What follows belongs to an exercise in optimizing a design on an open flow for small area; a production flow would make more cautious choices.
In this exercise RTL edits were held to simulation tests only and were not proved equivalent to the original.
Power and IR drop assume default switching activity.

### design.v
package blinker_pkg;
  typedef enum logic [0:0] {
    IDLE = 1'b0,
    RUN  = 1'b1
  } ch_state_e;
  function automatic integer len_w(input integer pat_w);
    len_w = $clog2(pat_w) + 1;
  endfunction
endpackage
module blink_channel
#(
  parameter int PAT_W   = 32,
  parameter int PRESC_W = 20,
  parameter int LEN_W   = blinker_pkg::len_w(PAT_W)
) (
  input  logic               clk_i,
  input  logic               rst_i,
  input  logic               en_i,
  input  logic               cfg_we_i,
  input  logic [PAT_W-1:0]   cfg_pattern_i,
  input  logic [LEN_W-1:0]   cfg_len_i,
  input  logic [PRESC_W-1:0] cfg_prescale_i,
  input  logic               cfg_oneshot_i,
  output logic               out_o,
  output logic               done_o,
  output logic               pending_o
);
  blinker_pkg::ch_state_e          state_q;
  logic               armed_q;
  logic               oneshot_q;
  logic               out_q;
  logic               done_q;
  logic [PAT_W-1:0]   pat_q;
  logic [LEN_W-1:0]   len_q;
  logic [LEN_W-1:0]   idx_q;
  logic [PRESC_W-1:0] presc_q;
  logic [PRESC_W-1:0] cnt_q;
  logic               sh_v_q;
  logic               sh_oneshot_q;
  logic [PAT_W-1:0]   sh_pat_q;
  logic [LEN_W-1:0]   sh_len_q;
  logic [PRESC_W-1:0] sh_presc_q;
  logic [LEN_W-1:0]   cfg_len_cl;
  logic               nxt_v_d;
  logic               nxt_oneshot_d;
  logic [PAT_W-1:0]   nxt_pat_d;
  logic [LEN_W-1:0]   nxt_len_d;
  logic [PRESC_W-1:0] nxt_presc_d;
  logic               bit_last;
  logic               pat_last;
  logic [LEN_W-1:0]   idx_inc;
  logic [PAT_W-1:0]   pat_shift;
  assign cfg_len_cl = (cfg_len_i > LEN_W'(PAT_W)) ? LEN_W'(PAT_W) : cfg_len_i;
  assign nxt_v_d       = cfg_we_i | sh_v_q;
  assign nxt_pat_d     = cfg_we_i ? cfg_pattern_i  : sh_pat_q;
  assign nxt_len_d     = cfg_we_i ? cfg_len_cl     : sh_len_q;
  assign nxt_presc_d   = cfg_we_i ? cfg_prescale_i : sh_presc_q;
  assign nxt_oneshot_d = cfg_we_i ? cfg_oneshot_i  : sh_oneshot_q;
  assign bit_last  = (presc_q <= PRESC_W'(1)) || (cnt_q == presc_q - PRESC_W'(1));
  assign pat_last  = (idx_q == len_q - LEN_W'(1));
  assign idx_inc   = idx_q + LEN_W'(1);
  assign pat_shift = pat_q >> idx_inc;
  always_ff @(posedge clk_i or posedge rst_i) begin
    if (rst_i) begin
      state_q      <= blinker_pkg::IDLE;
      armed_q      <= 1'b1;
      oneshot_q    <= 1'b0;
      out_q        <= 1'b0;
      done_q       <= 1'b0;
      pat_q        <= '0;
      len_q        <= '0;
      idx_q        <= '0;
      presc_q      <= '0;
      cnt_q        <= '0;
      sh_v_q       <= 1'b0;
      sh_oneshot_q <= 1'b0;
      sh_pat_q     <= '0;
      sh_len_q     <= '0;
      sh_presc_q   <= '0;
    end else begin
      done_q <= 1'b0;
      if (!en_i) begin
        armed_q <= 1'b1;
      end
      case (state_q)
        blinker_pkg::IDLE: begin
          out_q <= 1'b0;
          if (cfg_we_i) begin
            pat_q     <= cfg_pattern_i;
            len_q     <= cfg_len_cl;
            presc_q   <= cfg_prescale_i;
            oneshot_q <= cfg_oneshot_i;
          end else if (en_i && armed_q && (len_q != '0)) begin
            state_q <= blinker_pkg::RUN;
            idx_q   <= '0;
            cnt_q   <= '0;
            out_q   <= pat_q[0];
          end
        end
        blinker_pkg::RUN: begin
          if (!en_i || (bit_last && pat_last)) begin
            sh_v_q <= 1'b0;
            idx_q  <= '0;
            cnt_q  <= '0;
            if (nxt_v_d) begin
              pat_q     <= nxt_pat_d;
              len_q     <= nxt_len_d;
              presc_q   <= nxt_presc_d;
              oneshot_q <= nxt_oneshot_d;
            end
            if (!en_i) begin
              state_q <= blinker_pkg::IDLE;
              out_q   <= 1'b0;
            end else if (oneshot_q) begin
              state_q <= blinker_pkg::IDLE;
              out_q   <= 1'b0;
              done_q  <= 1'b1;
              armed_q <= 1'b0;
            end else if (nxt_v_d && (nxt_len_d == '0)) begin
              state_q <= blinker_pkg::IDLE;
              out_q   <= 1'b0;
            end else begin
              out_q <= nxt_v_d ? nxt_pat_d[0] : pat_q[0];
            end
          end else begin
            if (cfg_we_i) begin
              sh_v_q       <= 1'b1;
              sh_pat_q     <= cfg_pattern_i;
              sh_len_q     <= cfg_len_cl;
              sh_presc_q   <= cfg_prescale_i;
              sh_oneshot_q <= cfg_oneshot_i;
            end
            if (bit_last) begin
              idx_q <= idx_inc;
              cnt_q <= '0;
              out_q <= pat_shift[0];
            end else begin
              cnt_q <= cnt_q + PRESC_W'(1);
            end
          end
        end
        default: state_q <= blinker_pkg::IDLE;
      endcase
    end
  end
  assign out_o     = out_q;
  assign done_o    = done_q;
  assign pending_o = sh_v_q;
endmodule
module multi_pattern_blinker
#(
  parameter  int CHANNELS = 4,
  parameter  int PAT_W    = 32,
  parameter  int PRESC_W  = 20,
  localparam int CH_W     = (CHANNELS > 1) ? $clog2(CHANNELS) : 1,
  localparam int LEN_W    = blinker_pkg::len_w(PAT_W)
) (
  input  logic                i_clk,
  input  logic                i_rst,
  input  logic                i_cfg_valid,
  output logic                o_cfg_ready,
  input  logic [CH_W-1:0]     i_cfg_ch,
  input  logic [PAT_W-1:0]    i_cfg_pattern,
  input  logic [LEN_W-1:0]    i_cfg_len,
  input  logic [PRESC_W-1:0]  i_cfg_prescale,
  input  logic                i_cfg_oneshot,
  input  logic [CHANNELS-1:0] i_en,
  output logic [CHANNELS-1:0] o_out,
  output logic [CHANNELS-1:0] o_done
);
  logic [CHANNELS-1:0] cfg_we;
  logic [CHANNELS-1:0] pending;
  logic [CHANNELS-1:0] ch_out;
  always_comb begin
    o_cfg_ready = 1'b1;
    for (int c = 0; c < CHANNELS; c++) begin
      if ((i_cfg_ch == CH_W'(c)) && pending[c]) begin
        o_cfg_ready = 1'b0;
      end
    end
  end
  for (genvar c = 0; c < CHANNELS; c++) begin : g_ch
    assign cfg_we[c] = i_cfg_valid & o_cfg_ready & (i_cfg_ch == CH_W'(c));
    blink_channel #(
      .PAT_W   (PAT_W),
      .PRESC_W (PRESC_W),
      .LEN_W   (LEN_W)
    ) u_ch (
      .clk_i          (i_clk),
      .rst_i          (i_rst),
      .en_i           (i_en[c]),
      .cfg_we_i       (cfg_we[c]),
      .cfg_pattern_i  (i_cfg_pattern),
      .cfg_len_i      (i_cfg_len),
      .cfg_prescale_i (i_cfg_prescale),
      .cfg_oneshot_i  (i_cfg_oneshot),
      .out_o          (ch_out[c]),
      .done_o         (o_done[c]),
      .pending_o      (pending[c])
    );
  end
  assign o_out = ch_out;
endmodule
### run.sh
#!/bin/bash
# synth_recipe.tcl (not shown) runs the flow's synth.tcl, then flattens the netlist and writes it again
# the make line also repeats each setting of config.mk as NAME=value (left out here)
make -C /OpenROAD-flow-scripts/flow DESIGN_CONFIG=/design/flow/config.mk WORK_HOME=/design/flow/orfs CLKGATE_MAP_FILE= SYNTH_SCRIPT=/design/flow/synth_recipe.tcl finish
### config.mk
export PLATFORM = sky130hd
export DESIGN_NAME = multi_pattern_blinker
export DESIGN_NICKNAME = multi_pattern_blinker
export VERILOG_FILES = /design/flow/design.v
export SDC_FILE = /design/flow/constraint.sdc
export NUM_CORES = 4
export LEC_CHECK = 0
export CAP_MARGIN = 20
export CORE_MARGIN = 2
export CORE_UTILIZATION = 40
export SLEW_MARGIN = 20
### constraint.sdc
create_clock -name core_clock -period 10.0 [get_ports {i_clk}]
set_input_delay 2.0000 -clock core_clock [delete_from_list [all_inputs] [get_ports {i_clk}]]
set_output_delay 2.0000 -clock core_clock [all_outputs]
set_load 0.01 [all_outputs]
==> impl_metrics.ini <==
[outcome]
outcome = complete, no violations

[setup_path]
cp-startpoint = i_cfg_ch[0]
crit_type = in2out
critical_path_arrival_ns = 3.78
slowest_stage = clkdlybuf4s50_1
r2r_cells = 11
endpoint_kind = output port
critical_path.endpoint = o_cfg_ready
path_cells = clkdlybuf4s50_1 > nor2b_1 > o21ai_0 > o21ai_0 > clkdlybuf4s50_1
r2r_end = g_ch[0].u_ch.len_q[3]
crit_fanout = 6
cp-start-kind = input port
r2r-start = g_ch[0].u_ch.presc_q[0]
regToRegSetupSlack_ns = 4.91
worstPathRequired_ns = 8.00
max_stage_delay_ns = 0.59

[logic_synthesis]
syn_area_sq_um = 32020
synth_area_per_cell_sq_um = 10.97
synthFlopType = dfrtp_1
syn-num-nets = 3008
synth_top_area_share_pct = 46.27
synth_seq_cells = 596
postSynthCellCount = 2920
ys_top_cells_by_area = dfrtp_1 (46%), mux2_2 (17%), nand2_1 (4.3%), xnor2_1 (2.7%), mux4_2 (2.4%)
yosysWarningCount = 2
ys_seq_area_share_pct = 46.60
synth_edf_count = 0
synth.distinct_cells = 84
synthArstFlopShare_pct = 100.0
synth_top_cell_by_area = dfrtp_1

[clock_network]
htree_num_levels = 3
cts_tree = yes
cts_sinks = 596
cts_root_buffer = clkbuf_16
cts_setup_buffers = 0
cts-hold-fix-buffers = 0
cts_buffers = 70
cts_resized = 0
insertion_delay_ns = 0.63
cts_max_path_buffers = 3
clk_pin_slew_worst_paths_ns = 0.06

[drt]
firstDrtPassIters = 5
ant_nets = 0
wl_per_cell_microns = 20.91
vias = 23000
drc_errors = 0
drt_iter0_markers = 1639
routed_wl_microns = 84110
vias_per_cell = 5.719

[timing]
finalClockSkew_ns = 0.02426
hold_violations = 0
setup_ws_ns = 4.221
hold_ws_ns = 0.4538
rsz0062_at_grt = no
period_minus_slack_ns = 5.779
maxSlewHeadroom_pct = 25.82
setup_viol = 0
worstMarginPinSlew_ns = 1.104
fin_tns_setup_ns = 0
drv_slew = 0
max_freq_mhz = 173.0
min_period_over_period_pct = 57.79

[global_route]
grt_max_degree = 157
grt_use_total_pct = 20.50
antenna_found_initial = 4
grt_pass1_wl_microns = 134000
grt_overflow = 0
grt_pass1_vias = 23120

[placed_design]
place_area_sq_um = 33620
dp_hpwl_microns = 58190
dp_worst_setup_slack_ns = 4.263
portBuffers = 76
gp_congestion = 0.8761

[hold_path]
min_from = g_ch[2].u_ch.armed_q
hold_path_depth = 2
min_path_type = reg2reg

[die]
ios = 77
die_area_sq_um = 82330
die_w_microns = 286.9
row_count = 103
fp.dieH_microns = 286.9
core_area_sq_um = 79130
initial_core_util_pct = 40.46

[cells_and_area]
layout.nets = 3003
design_area_sq_um = 36110
syn_to_final_growth_pct = 12.77
multiInputGateArea_sq_um = 16170
drive_gt1_share_pct = 23.88
ff_latch_area_sq_um = 14920
final_core_util_pct = 45.63
fill_cells = 7254

[pwr]
power_density_nw_per_um2 = 294.5
power_leakage_nw = 15.22
ir_drop_v = 0.0001414

[run]
drv_cap = 0
## synth_stat cells, types with 9 or more instances
library cell	count
or4_1	19
nand4_1	20
nor4_1	32
nand3_1	70
a21oi_1	111
nand2b_1	41
dfrtp_1	592
buf_1	16
nor3b_1	13
mux2i_1	59
inv_1	53
clkbuf_1	119
mux2_2	483
mux2_1	28
a22o_1	11
xor2_1	61
o22ai_1	9
ha_1	20
nor2_1	95
buf_4	18
a41oi_1	62
and3_1	36
o31ai_1	12
o21ai_0	87
a21o_1	18
xnor2_1	100
nor3_1	45
mux4_2	34
o211ai_1	13
and2_1	11
a211oi_1	10
nor2b_1	21
nand2_1	364
a31oi_1	50
or3_1	15
nor4b_1	9
and4_1	10
buf_2	24
## per-stage QoR
stage | power [mW] | instances
CTS | 10.70 | 4019
floorplan | 6.954 | 2920
global placement | 7.749 | 3892
detailed placement | 7.941 | 3893
global route | 11.32 | 4020
finish | 10.64 | 4022
## how the worst min path moves through the flow
stage	end
global placement	g_ch[2].u_ch.armed_q
CTS	g_ch[2].u_ch.armed_q
global route	g_ch[2].u_ch.armed_q
detailed placement	g_ch[2].u_ch.armed_q
floorplan	g_ch[2].u_ch.armed_q
finish	g_ch[2].u_ch.armed_q
## flip-flops by register name, indices dropped and copies added, names as in the netlist
| signal | flops |
|---|---|
| g_ch.u_ch.pat_q | 128 |
| g_ch.u_ch.sh_pat_q | 128 |
| g_ch.u_ch.cnt_q | 80 |
| g_ch.u_ch.presc_q | 80 |
| g_ch.u_ch.sh_presc_q | 80 |
| g_ch.u_ch.idx_q | 24 |
| g_ch.u_ch.len_q | 24 |
| g_ch.u_ch.sh_len_q | 24 |
| g_ch.u_ch.armed_q | 4 |
| g_ch.u_ch.done_q | 4 |
| g_ch.u_ch.oneshot_q | 4 |
| g_ch.u_ch.out_q | 4 |
| g_ch.u_ch.sh_oneshot_q | 4 |
| g_ch.u_ch.sh_v_q | 4 |
| g_ch.u_ch.state_q | 4 |
## critical path: cells and delay by family
kind / cells / cell delay, ns
and+or+nand+nor: 1 / 0.32
buffers and inverters: 2 / 1.16
AOI/OAI and AO/OA: 2 / 0.30
## final cells by class
class / instances / share of cell area (%)
antenna: 3 / 0.02079
inverter: 53 / 0.5613
multi-input combinational: 2088 / 44.77
timing repair buffer: 106 / 2.821
sequential: 596 / 41.32
clock inverter: 26 / 1.289
clock buffer: 100 / 5.579
tap: 1050 / 3.638
## layer usage
layer	GRT usage [%]	routed length, microns	share of wire, %	up-vias
met5	0	0	0	-
met1	29.13	39150	47	11710
li1	-	-	-	10630
met2	32.36	38780	46	544
met4	6.328	1960	2.3	0
met3	3.016	4214	5.0	115
## report_power, final
group / internal, mW / total [mW] / switching [mW]
registers: 3.37 / 4.20 / 0.833
logic: 1.89 / 3.71 / 1.83
clock network: 1.63 / 2.72 / 1.09
## placed cells by master (no fill, tap or decap), types with 12 or more instances in the layout
| master | n |
|---|---|
| buf_4 | 27 |
| or4_1 | 19 |
| xor2_1 | 61 |
| nand2b_1 | 40 |
| or3_1 | 14 |
| clkbuf_8 | 15 |
| nor3_1 | 45 |
| a21o_1 | 18 |
| mux2_1 | 28 |
| mux2_2 | 483 |
| inv_1 | 52 |
| nor3b_1 | 13 |
| nor2_1 | 92 |
| nand4_1 | 20 |
| mux4_2 | 34 |
| ha_1 | 20 |
| nand3_1 | 70 |
| dfrtp_1 | 592 |
| clkdlybuf4s50_1 | 76 |
| a21oi_1 | 109 |
| clkbuf_1 | 15 |
| nor4_1 | 32 |
| and3_1 | 35 |
| o21ai_0 | 87 |
| o31ai_1 | 12 |
| mux2i_1 | 59 |
| a31oi_1 | 49 |
| nand2_1 | 361 |
| clkbuf_16 | 70 |
| xnor2_1 | 100 |
| a41oi_1 | 62 |
| nor2b_1 | 20 |
| o211ai_1 | 13 |
## cells by family (layout without fill, tap and decap cells)
| family | count (synthesis) | count (layout) | share of synthesized area (%) |
|---|---|---|---|
| buf+inv | 236 | 285 | 3.212 |
| other cells | 0 | 3 | 0 |
| mux | 604 | 604 | 22.21 |
| fa+ha+maj | 20 | 20 | 0.7816 |
| simple gates | 841 | 841 | 13.01 |
| compound gates | 460 | 460 | 9.640 |
| xor+xnor | 163 | 163 | 4.549 |
| flops | 596 | 596 | 46.60 |

re-timing with driven ports:
No port has a modelled driver above. Below, the same layout with a new extraction and two added sets of constraints.
Step 1: set_driving_cell puts a clkbuf_16 on i_clk and a buf_2 on each other input, an assumption about the parent block.
Step 2 times the ports against the registers' clock, not the clock port: input delays grow and output delays shrink by t, the midpoint of the rising clock arrivals with the driver on.
Slacks: no drivers / after step 1 / after step 2; pairs: no drivers / after step 1.
t, ns: 0.679
slack for setup (ns): 4.221 / 4.191 / 4.191
cell pins on the clock port's net: 1
After both steps this run still meets setup and hold. The setup slack of this run moves by -0.030 ns with the drivers and by -0.030 ns with both steps.
